From an optimization exercise on the open Yosys and OpenROAD flow, aimed at small area, a short achievable clock period and few clock cycles per item; shortcuts taken in it are not production practice. The RTL was checked by simulation tests, not by an equivalence proof against the original design. Power and IR drop assume default switching activity.

===== design/flow/design.v =====
`default_nettype none
package isaPkg;
	typedef enum logic [5:0] {
		OP_SPECIAL = 6'h00,
		OP_BEQ     = 6'h04,
		OP_ORI     = 6'h0d,
		OP_LUI     = 6'h0f,
		OP_LW      = 6'h23,
		OP_SW      = 6'h2b
	} opcode_e;
	typedef enum logic [5:0] {
		FN_ADDU = 6'h21,
		FN_SUBU = 6'h23
	} funct_e;
	typedef struct packed {
		opcode_e                 opcode;
		logic [5-1:0]  rs;
		logic [5-1:0]  rt;
		logic [5-1:0]  rd;
		logic [16-1:0]       imm16;
	} instrFields_t;
endpackage
`default_nettype wire
`default_nettype none
package pipePkg;
	typedef enum logic [1:0] {
		ALU_ADD,
		ALU_SUB,
		ALU_OR,
		ALU_LUI
	} aluOp_e;
	typedef enum logic [1:0] {
		FWD_NONE,
		FWD_MEM,
		FWD_WB
	} fwdSel_e;
	typedef struct packed {
		logic                    regWrite;
		logic                    memRead;
		logic                    memWrite;
		logic                    isBranch;
		logic                    useImm;
		logic                    zeroExt;
		aluOp_e                  aluOp;
		logic [5-1:0]  destReg;
		logic                    readsRs;
		logic                    readsRt;
	} ctrl_t;
	typedef struct packed {
		ctrl_t                   ctrl;
		logic [5-1:0]  rs;
		logic [5-1:0]  rt;
		logic [32-1:0]        rsVal;
		logic [32-1:0]        rtVal;
		logic [32-1:0]        extImm;
	} decExReg_t;
	typedef struct packed {
		ctrl_t             ctrl;
		logic [32-1:0]  aluResult;
		logic [32-1:0]  storeData;
	} exMemReg_t;
	typedef struct packed {
		ctrl_t             ctrl;
		logic [32-1:0]  wrData;
	} memWbReg_t;
	typedef struct packed {
		logic [32-1:0]  addr;
		logic [32-1:0]  wData;
		logic              we;
	} busReq_t;
endpackage
`default_nettype wire
`default_nettype none
module decodeUnit (
	input  logic [32-1:0]     instr,
	output isaPkg::instrFields_t fields,
	output pipePkg::ctrl_t       ctrl,
	output logic [32-1:0]     extImm
);
	isaPkg::funct_e funct;
	always_comb begin
		fields.opcode = isaPkg::opcode_e'(instr[31:26]);
		fields.rs = instr[25:21];
		fields.rt = instr[20:16];
		fields.rd = instr[15:11];
		fields.imm16 = instr[16-1:0];
		funct = isaPkg::funct_e'(fields.imm16[5:0]);
		ctrl = '0;
		case (fields.opcode)
			isaPkg::OP_SPECIAL: begin
				if (funct == isaPkg::FN_ADDU || funct == isaPkg::FN_SUBU) begin
					ctrl.regWrite = 1'b1;
					ctrl.readsRs = 1'b1;
					ctrl.readsRt = 1'b1;
					ctrl.aluOp = (funct == isaPkg::FN_SUBU) ? pipePkg::ALU_SUB : pipePkg::ALU_ADD;
					ctrl.destReg = fields.rd;
				end
			end
			isaPkg::OP_ORI: begin
				ctrl.regWrite = 1'b1;
				ctrl.useImm = 1'b1;
				ctrl.zeroExt = 1'b1;
				ctrl.readsRs = 1'b1;
				ctrl.aluOp = pipePkg::ALU_OR;
				ctrl.destReg = fields.rt;
			end
			isaPkg::OP_LUI: begin
				ctrl.regWrite = 1'b1;
				ctrl.useImm = 1'b1;
				ctrl.zeroExt = 1'b1;
				ctrl.aluOp = pipePkg::ALU_LUI;
				ctrl.destReg = fields.rt;
			end
			isaPkg::OP_LW: begin
				ctrl.regWrite = 1'b1;
				ctrl.memRead = 1'b1;
				ctrl.useImm = 1'b1;
				ctrl.readsRs = 1'b1;
				ctrl.destReg = fields.rt;
			end
			isaPkg::OP_SW: begin
				ctrl.memWrite = 1'b1;
				ctrl.useImm = 1'b1;
				ctrl.readsRs = 1'b1;
				ctrl.readsRt = 1'b1;
			end
			isaPkg::OP_BEQ: begin
				ctrl.isBranch = 1'b1;
				ctrl.readsRs = 1'b1;
				ctrl.readsRt = 1'b1;
			end
			default: ;
		endcase
		if (ctrl.zeroExt)
			extImm = {{(32-16){1'b0}}, fields.imm16};
		else
			extImm = {{(32-16){fields.imm16[16-1]}}, fields.imm16};
	end
endmodule
`default_nettype wire
`default_nettype none
module regFile (
	input  logic                   clk,
	input  logic                   rst,
	input  logic [5-1:0] rAddrA,
	input  logic [5-1:0] rAddrB,
	output logic [32-1:0]       rDataA,
	output logic [32-1:0]       rDataB,
	input  logic                   wEn,
	input  logic [5-1:0] wAddr,
	input  logic [32-1:0]       wData
);
	logic [32-1:0] regs [32];
	logic             wValid;
	assign wValid = wEn && (wAddr != '0);
	always_ff @(posedge clk) begin
		if (rst) begin
			for (int i = 0; i < 32; i++)
				regs[i] <= '0;
		end else if (wValid) begin
			regs[wAddr] <= wData;
		end
	end
	assign rDataA = (wValid && wAddr == rAddrA) ? wData : regs[rAddrA];
	assign rDataB = (wValid && wAddr == rAddrB) ? wData : regs[rAddrB];
endmodule
`default_nettype wire
`default_nettype none
module hazardUnit (
	input  pipePkg::ctrl_t         decCtrl,
	input  logic [5-1:0] decRs,
	input  logic [5-1:0] decRt,
	input  pipePkg::ctrl_t         exCtrl,
	input  logic [5-1:0] exRs,
	input  logic [5-1:0] exRt,
	input  pipePkg::ctrl_t         memCtrl,
	input  pipePkg::ctrl_t         wbCtrl,
	output logic                   stall,
	output logic                   fwdDecRs,
	output logic                   fwdDecRt,
	output pipePkg::fwdSel_e       fwdExRs,
	output pipePkg::fwdSel_e       fwdExRt
);
	logic decNeedsEx;
	logic decNeedsMem;
	function automatic logic writes(logic prodRegWrite, logic [5-1:0] prodDest,
			logic [5-1:0] regNum);
		writes = prodRegWrite && (prodDest != '0) && (prodDest == regNum);
	endfunction
	function automatic pipePkg::fwdSel_e pickFwd(logic reads, logic [5-1:0] regNum,
			logic memRegWrite, logic [5-1:0] memDest,
			logic wbRegWrite, logic [5-1:0] wbDest);
		pipePkg::fwdSel_e sel;
		sel = pipePkg::FWD_NONE;
		if (reads && writes(memRegWrite, memDest, regNum))
			sel = pipePkg::FWD_MEM;
		else if (reads && writes(wbRegWrite, wbDest, regNum))
			sel = pipePkg::FWD_WB;
		pickFwd = sel;
	endfunction
	assign decNeedsEx = (decCtrl.readsRs && writes(exCtrl.regWrite, exCtrl.destReg, decRs)) ||
		(decCtrl.readsRt && writes(exCtrl.regWrite, exCtrl.destReg, decRt));
	assign decNeedsMem = (decCtrl.readsRs && writes(memCtrl.regWrite, memCtrl.destReg, decRs)) ||
		(decCtrl.readsRt && writes(memCtrl.regWrite, memCtrl.destReg, decRt));
	assign stall = (decNeedsEx && decCtrl.isBranch) ||
		(decNeedsEx && exCtrl.memRead) ||
		(decNeedsMem && decCtrl.isBranch && memCtrl.memRead);
	assign fwdDecRs = writes(memCtrl.regWrite, memCtrl.destReg, decRs) && !memCtrl.memRead;
	assign fwdDecRt = writes(memCtrl.regWrite, memCtrl.destReg, decRt) && !memCtrl.memRead;
	assign fwdExRs = pickFwd(exCtrl.readsRs, exRs, memCtrl.regWrite, memCtrl.destReg, wbCtrl.regWrite, wbCtrl.destReg);
	assign fwdExRt = pickFwd(exCtrl.readsRt, exRt, memCtrl.regWrite, memCtrl.destReg, wbCtrl.regWrite, wbCtrl.destReg);
endmodule
`default_nettype wire
`default_nettype none
module executeUnit (
	input  pipePkg::decExReg_t exReg,
	input  pipePkg::fwdSel_e   fwdRs,
	input  pipePkg::fwdSel_e   fwdRt,
	input  logic [32-1:0]   memResult,
	input  logic [32-1:0]   wbResult,
	output logic [32-1:0]   aluResult,
	output logic [32-1:0]   storeData
);
	logic [32-1:0] opA;
	logic [32-1:0] rtVal;
	logic [32-1:0] opB;
	function automatic logic [32-1:0] applyFwd(pipePkg::fwdSel_e sel, logic [32-1:0] regVal,
			logic [32-1:0] memVal, logic [32-1:0] wbVal);
		case (sel)
			pipePkg::FWD_MEM: applyFwd = memVal;
			pipePkg::FWD_WB:  applyFwd = wbVal;
			default: applyFwd = regVal;
		endcase
	endfunction
	assign opA = applyFwd(fwdRs, exReg.rsVal, memResult, wbResult);
	assign rtVal = applyFwd(fwdRt, exReg.rtVal, memResult, wbResult);
	assign opB = exReg.ctrl.useImm ? exReg.extImm : rtVal;
	assign storeData = rtVal;
	always_comb begin
		case (exReg.ctrl.aluOp)
			pipePkg::ALU_ADD: aluResult = opA + opB;
			pipePkg::ALU_SUB: aluResult = opA - opB;
			pipePkg::ALU_OR:  aluResult = opA | opB;
			pipePkg::ALU_LUI: aluResult = opB << 16;
			default: aluResult = opA + opB;
		endcase
	end
endmodule
`default_nettype wire
`default_nettype none
module cpuCore (
	input  logic              clk,
	input  logic              rst,
	output logic [32-1:0]  instrAddr,
	input  logic [32-1:0]  instr,
	output pipePkg::busReq_t  dataBus,
	input  logic [32-1:0]  rdData
);
	logic [32-1:0] pc;
	logic [32-1:0] nextPc;
	logic [32-1:0] branchTarget;
	logic             branchTaken;
	logic [32-1:0] instrD;
	isaPkg::instrFields_t     fieldsD;
	pipePkg::ctrl_t            ctrlD;
	logic [32-1:0] extImmD;
	logic [32-1:0] rDataA;
	logic [32-1:0] rDataB;
	logic [32-1:0] rsValD;
	logic [32-1:0] rtValD;
	logic             stall;
	logic             fwdDecRs;
	logic             fwdDecRt;
	pipePkg::fwdSel_e          fwdExRs;
	pipePkg::fwdSel_e          fwdExRt;
	pipePkg::decExReg_t        decEx;
	logic [32-1:0] aluResultE;
	logic [32-1:0] storeDataE;
	pipePkg::exMemReg_t        exMem;
	logic [32-1:0] wrDataM;
	pipePkg::memWbReg_t        memWb;
	assign branchTarget = pc + (extImmD << 2);
	assign branchTaken = ctrlD.isBranch && (rsValD == rtValD);
	assign nextPc = branchTaken ? branchTarget : pc + 32'd4;
	assign instrAddr = pc;
	always_ff @(posedge clk) begin
		if (rst) begin
			pc <= 32'h0000_3000;
			instrD <= '0;
		end else if (!stall) begin
			pc <= nextPc;
			instrD <= instr;
		end
	end
	decodeUnit decodeUnit_inst (
		.instr  (instrD),
		.fields (fieldsD),
		.ctrl   (ctrlD),
		.extImm (extImmD)
	);
	regFile regFile_inst (
		.clk    (clk),
		.rst    (rst),
		.rAddrA (fieldsD.rs),
		.rAddrB (fieldsD.rt),
		.rDataA (rDataA),
		.rDataB (rDataB),
		.wEn    (memWb.ctrl.regWrite),
		.wAddr  (memWb.ctrl.destReg),
		.wData  (memWb.wrData)
	);
	hazardUnit hazardUnit_inst (
		.decCtrl  (ctrlD),
		.decRs    (fieldsD.rs),
		.decRt    (fieldsD.rt),
		.exCtrl   (decEx.ctrl),
		.exRs     (decEx.rs),
		.exRt     (decEx.rt),
		.memCtrl  (exMem.ctrl),
		.wbCtrl   (memWb.ctrl),
		.stall    (stall),
		.fwdDecRs (fwdDecRs),
		.fwdDecRt (fwdDecRt),
		.fwdExRs  (fwdExRs),
		.fwdExRt  (fwdExRt)
	);
	assign rsValD = fwdDecRs ? exMem.aluResult : rDataA;
	assign rtValD = fwdDecRt ? exMem.aluResult : rDataB;
	always_ff @(posedge clk) begin
		decEx.rs <= fieldsD.rs;
		decEx.rt <= fieldsD.rt;
		decEx.rsVal <= rsValD;
		decEx.rtVal <= rtValD;
		decEx.extImm <= extImmD;
		if (rst || stall)
			decEx.ctrl <= '0;
		else
			decEx.ctrl <= ctrlD;
	end
	executeUnit executeUnit_inst (
		.exReg     (decEx),
		.fwdRs     (fwdExRs),
		.fwdRt     (fwdExRt),
		.memResult (exMem.aluResult),
		.wbResult  (memWb.wrData),
		.aluResult (aluResultE),
		.storeData (storeDataE)
	);
	always_ff @(posedge clk) begin
		exMem.aluResult <= aluResultE;
		exMem.storeData <= storeDataE;
		if (rst)
			exMem.ctrl <= '0;
		else
			exMem.ctrl <= decEx.ctrl;
	end
	assign dataBus.addr = exMem.aluResult;
	assign dataBus.wData = exMem.storeData;
	assign dataBus.we = exMem.ctrl.memWrite;
	assign wrDataM = exMem.ctrl.memRead ? rdData : exMem.aluResult;
	always_ff @(posedge clk) begin
		memWb.wrData <= wrDataM;
		if (rst)
			memWb.ctrl <= '0;
		else
			memWb.ctrl <= exMem.ctrl;
	end
endmodule
`default_nettype wire
`default_nettype none
module cpuTop (
	input  logic        clk,
	input  logic        rst,
	output logic [31:0] instrAddr,
	input  logic [31:0] instr,
	output logic [31:0] dataAddr,
	output logic [31:0] dataWData,
	output logic        dataWe,
	input  logic [31:0] rdData
);
	pipePkg::busReq_t dataBus;
	cpuCore cpuCore_inst (.clk(clk), .rst(rst), .instrAddr(instrAddr), .instr(instr), .dataBus(dataBus), .rdData(rdData));
	assign dataAddr = dataBus.addr;
	assign dataWData = dataBus.wData;
	assign dataWe = dataBus.we;
endmodule
`default_nettype wire

===== design/flow/run.sh =====
#!/bin/bash
# synth_recipe.tcl (not shown) runs the flow's synth.tcl, then flattens the netlist and writes it again
# the make line also repeats each setting of config.mk as NAME=value (left out here)
make -C /OpenROAD-flow-scripts/flow DESIGN_CONFIG=/design/flow/config.mk WORK_HOME=/design/flow/orfs CLKGATE_MAP_FILE= SYNTH_SCRIPT=/design/flow/synth_recipe.tcl finish

===== design/flow/config.mk =====
export PLATFORM = sky130hd
export DESIGN_NAME = cpuTop
export DESIGN_NICKNAME = cpuTop
export VERILOG_FILES = /design/flow/design.v
export SDC_FILE = /design/flow/constraint.sdc
export NUM_CORES = 4
export LEC_CHECK = 0
export CAP_MARGIN = 20
export CORE_MARGIN = 2
export CORE_UTILIZATION = 40
export SLEW_MARGIN = 20

===== design/flow/constraint.sdc =====
create_clock -name core_clock -period 8.0 [get_ports {clk}]
set_input_delay 1.6000 -clock core_clock [delete_from_list [all_inputs] [get_ports {clk}]]
set_output_delay 1.6000 -clock core_clock [all_outputs]
set_load 0.01 [all_outputs]

==> impl_metrics.env <==
export IMPL_drt_iter0_drc=8822
export IMPL_worst_path_max_delay_cell="a221oi_1"
export IMPL_cts_buffer_depth=3
export IMPL_firstDrtPassIters=7
export IMPL_end_kind="flop"
export IMPL_via_per_inst=6.47
export IMPL_avgSynthCellArea_um2=12.5
export IMPL_netlist_area_um2=71300
export IMPL_synth_fa_ha_area_share_pct=1.16
export IMPL_yosysUniqueCellTypes=101
export IMPL_layout_drive_gt1_share_pct=19.9
export IMPL_clock_sinks=1311
export IMPL_p_comb_share_pct=20.8
export IMPL_wl_um=298000
export IMPL_reg2reg_setup_slack_ns=0.43
export IMPL_cp_start_kind="flop"
export IMPL_cts_tree="done"
export IMPL_synth_top_area_share_pct=43.1
export IMPL_synth_edf_count=1024
export IMPL_globalRouteOverflowTotal=0
export IMPL_outcome="no timing/DRC/antenna violations"
export IMPL_fin_cells=8347
export IMPL_grt_total_usage_pct=32.1
export IMPL_ant_nets=0
export IMPL_async_reset_ff_share_pct=0
export IMPL_area_growth_pct=14.4
export IMPL_start_util_pct=40.3
export IMPL_grt_pass1_wl_um=409000
export IMPL_crit_top_cell="buf_4"
export IMPL_synth_top_family_by_area="multiplexers"
export IMPL_critPathRequiredTime_ns=8.66
export IMPL_ioPinCount=163
export IMPL_finalHoldViolations=0
export IMPL_design_core_area_um2=177000
export IMPL_num_rows=154
export IMPL_ir_drop_mv=0.260
export IMPL_internal_power_w=0.0131
export IMPL_yosysWarnings=5
export IMPL_timing_fmax_mhz=132
export IMPL_netlist_top_cells_count="1024 x edfxtp_1, 853 x and2_1, 413 x mux2i_1"
export IMPL_gp_congestion=1.00
export IMPL_grt_max_degree=84
export IMPL_drv_slew=0
export IMPL_tightest_slew_ns=1.31
export IMPL_portBuffers=160
export IMPL_htreeDepth=4
export IMPL_dp_cells=8044
export IMPL_synth_compound_area_share_pct=7.79
export IMPL_die_area_um2=182000
export IMPL_fin_worst_skew_ns=0.0309
export IMPL_maxSlewHeadroom_pct=12.4
export IMPL_grt_setup_unrepaired="false"
export IMPL_vias=54000
export IMPL_antenna_found_initial=31
export IMPL_synth_most_common_cell="edfxtp_1"
export IMPL_yosysSeqAreaShare_pct=51.2
export IMPL_synth_xor_area_share_pct=1.94
export IMPL_power_density_nw_per_um2=238
export IMPL_netlist_top_cells_area="edfxtp_1 43%, mux4_2 12%, dfxtp_1 8.1%"
export IMPL_critPathMaxStageDelay_ns=0.58
export IMPL_fin_crit_sh_pct=94.6
export IMPL_path_class="flop to flop"
export IMPL_path_max_fanout=24
export IMPL_min_path_type="flop to flop"
export IMPL_sw_frac_of_total_pct=32.5
export IMPL_n_fill_cell=15700
export IMPL_fin_tns_setup_ns=0
export IMPL_wire_per_inst_um=35.7
export IMPL_muxShareOfSynthArea_pct=18.8
export IMPL_clk_latency_ns=0.82
export IMPL_synth_simple_area_share_pct=14.9
export IMPL_total_leakage_power_nw=29.9
export IMPL_numCtsBuffers=149
export IMPL_path_clk_slew_ns=0.06
export IMPL_power_w=0.0194
export IMPL_synthCells=5706
export IMPL_hpwl_um=199000
export IMPL_setup_violations=0
export IMPL_drv_cap=0
export IMPL_p_switching_w=0.00630
export IMPL_finalNetCount=6005
export IMPL_p_seq_share_pct=43.2
export IMPL_drc=0
export IMPL_grt_pass1_vias=51800
export IMPL_die_y_um=426
export IMPL_arrival_ns=8.23
export IMPL_ys_flop_type="edfxtp_1"
export IMPL_yosys_area_top_type="edfxtp_1"
export IMPL_synth_seq_cells=1311
export IMPL_power_frac_clock_pct=36.0
export IMPL_die_x_um=426
export IMPL_post_route_min_period_ns=7.57
export IMPL_cts_root_buf="clkbuf_16"
stage by stage:
stage	cell area, um^2	hold slack (ns)	setup slack, ns	util (%)
after floorplan	71400	0.329	1.81	-
after global placement	76400	0.415	0.0641	43.3
after detailed placement	76400	0.417	0.107	43.3
after CTS	81300	0.419	0.0708	46.0
after global routing	81500	0.432	0.0634	46.1
final	81500	0.418	0.428	46.2
state kept, by name, indices dropped and copies added (netlist names), named ones only:
name                            count
cpuCore_inst.regFile_inst.regs   1024
cpuCore_inst.instrD                32
cpuCore_inst.memWb                 38
cpuCore_inst.pc                    30
cpuCore_inst.exMem                 72
cpuCore_inst.decEx                105
power by group through the flow:
stage	registers [W]	clock network, W	logic [W]
finish	0.00837	0.00698	0.00403
global route	0.00839	0.00724	0.00412
CTS	0.00836	0.00698	0.00388
detailed placement	0.00850	0	0.00386
global placement	0.00849	0	0.00386
floorplan	0.00819	0	0.00217
final cells by class:
class / instances / area [um^2] / area share (%)
Antenna cell: 10 / 25.0 / 0.0307
Clock buffer: 198 / 4100 / 5.03
Clock inverter: 76 / 743 / 0.911
Inverter: 60 / 225 / 0.276
Multi-Input combinational cell: 3794 / 32100 / 39.3
Sequential cell: 1311 / 36500 / 44.8
Tap cell: 2340 / 2930 / 3.59
Timing Repair Buffer: 558 / 4910 / 6.02
final timing paths:
check / start / endpoint / cells after the start
worst max-delay path: flop / cpuCore_inst.pc[30] / 31
worst min-delay path: cpuCore_inst.instrD[4] / cpuCore_inst.decEx[4] / 0
worst max register to register: flop / cpuCore_inst.pc[30] / 31
worst min register to register: cpuCore_inst.instrD[4] / cpuCore_inst.decEx[4] / 0
worst max-delay path, delay by kind of cell (launching register included):
family,cells,cell delay [ns]
AO/OA/AOI/OAI,11,2.58
XOR/XNOR,2,0.36
adder cells (fa/ha/maj),1,0.26
buffers and inverters,8,1.68
flip-flops,1,0.56
multiplexers,2,0.29
AND/OR/NAND/NOR,7,1.65
layout by cell type, fill, tap and decap left out, types with 33 or more instances in the layout:
cell,netlist,routed
a22oi_1,101,101
buf_4,106,371
xor2_1,66,66
clkbuf_16,0,155
nor2_2,1,34
o22ai_1,51,51
nor2_1,233,198
a221oi_1,41,41
a21o_1,34,34
nor3_1,249,243
dfxtp_1,287,273
inv_1,56,56
edfxtp_1,1024,1024
conb_1,1,34
nand2_1,189,189
a31oi_1,41,41
nand4_1,64,64
or2_2,42,34
nand3_1,57,56
nor2b_1,45,42
clkdlybuf4s50_1,0,159
o21ai_0,109,109
clkbuf_1,311,37
a21oi_1,127,127
and2_1,853,853
mux2i_1,413,413
mux2_2,60,60
xnor2_1,92,92
mux4_2,381,381
nand2b_1,33,33
ha_1,63,63
what timing repair did:
item,4_1_cts,5_1_grt
hold buffers,0,0
setup buffers,0,19
gates resized for setup,0,12
endpoints found under the setup margin,0,13
hold endpoints to repair,0,0
cell families after synthesis:
kind of cell    Yosys count
simple gates           1899
fa+ha+maj                65
flops                  1311
xor+xnor                158
other cells               1
compound gates          783
mux                     855
buf+inv                 634
routing by layer:
layer / share of wire, % / GRT usage, % / up-vias
li1: - / - / 21900
met1: 37 / 42.8 / 27100
met2: 43 / 47.0 / 4127
met3: 13 / 8.37 / 871
met4: 7.3 / 19.3 / 30
met5: 0.065 / 0 / -
Testbench counts, summed over its fixed seeds: cycles 79,627, instrs 72,090.

separate check: timing with driven ports:
Ports are ideal in the flow. The routed layout listed here was re-timed in OpenROAD.
Step 1 (the two cells are an assumption about what drives the block):
set clk [get_ports {clk}]
set_driving_cell -lib_cell sky130_fd_sc_hd__clkbuf_16 $clk
set_driving_cell -lib_cell sky130_fd_sc_hd__buf_2 [delete_from_list [all_inputs] $clk]
Step 2 adds t to the input delays and takes it off the output delays; t is the mean of the earliest and latest rising clock arrival at the registers after step 1. Input paths then give back, and output paths get back, about the clock's delay inside the block.
Slacks: ideal ports / drivers / drivers and shift; pairs: ideal ports / drivers.
shift t [ns]: 0.893
setup WS [ns]: 0.428 / 0.428 / 0.428
hold slack, ns: 0.418 / 0.418 / 0.418
worst slew at a driven data input, ns: 0.08
After both steps this run still meets setup and hold. For this run, drivers alone change the setup slack by 0.000 ns; drivers and shift together by 0.000 ns.
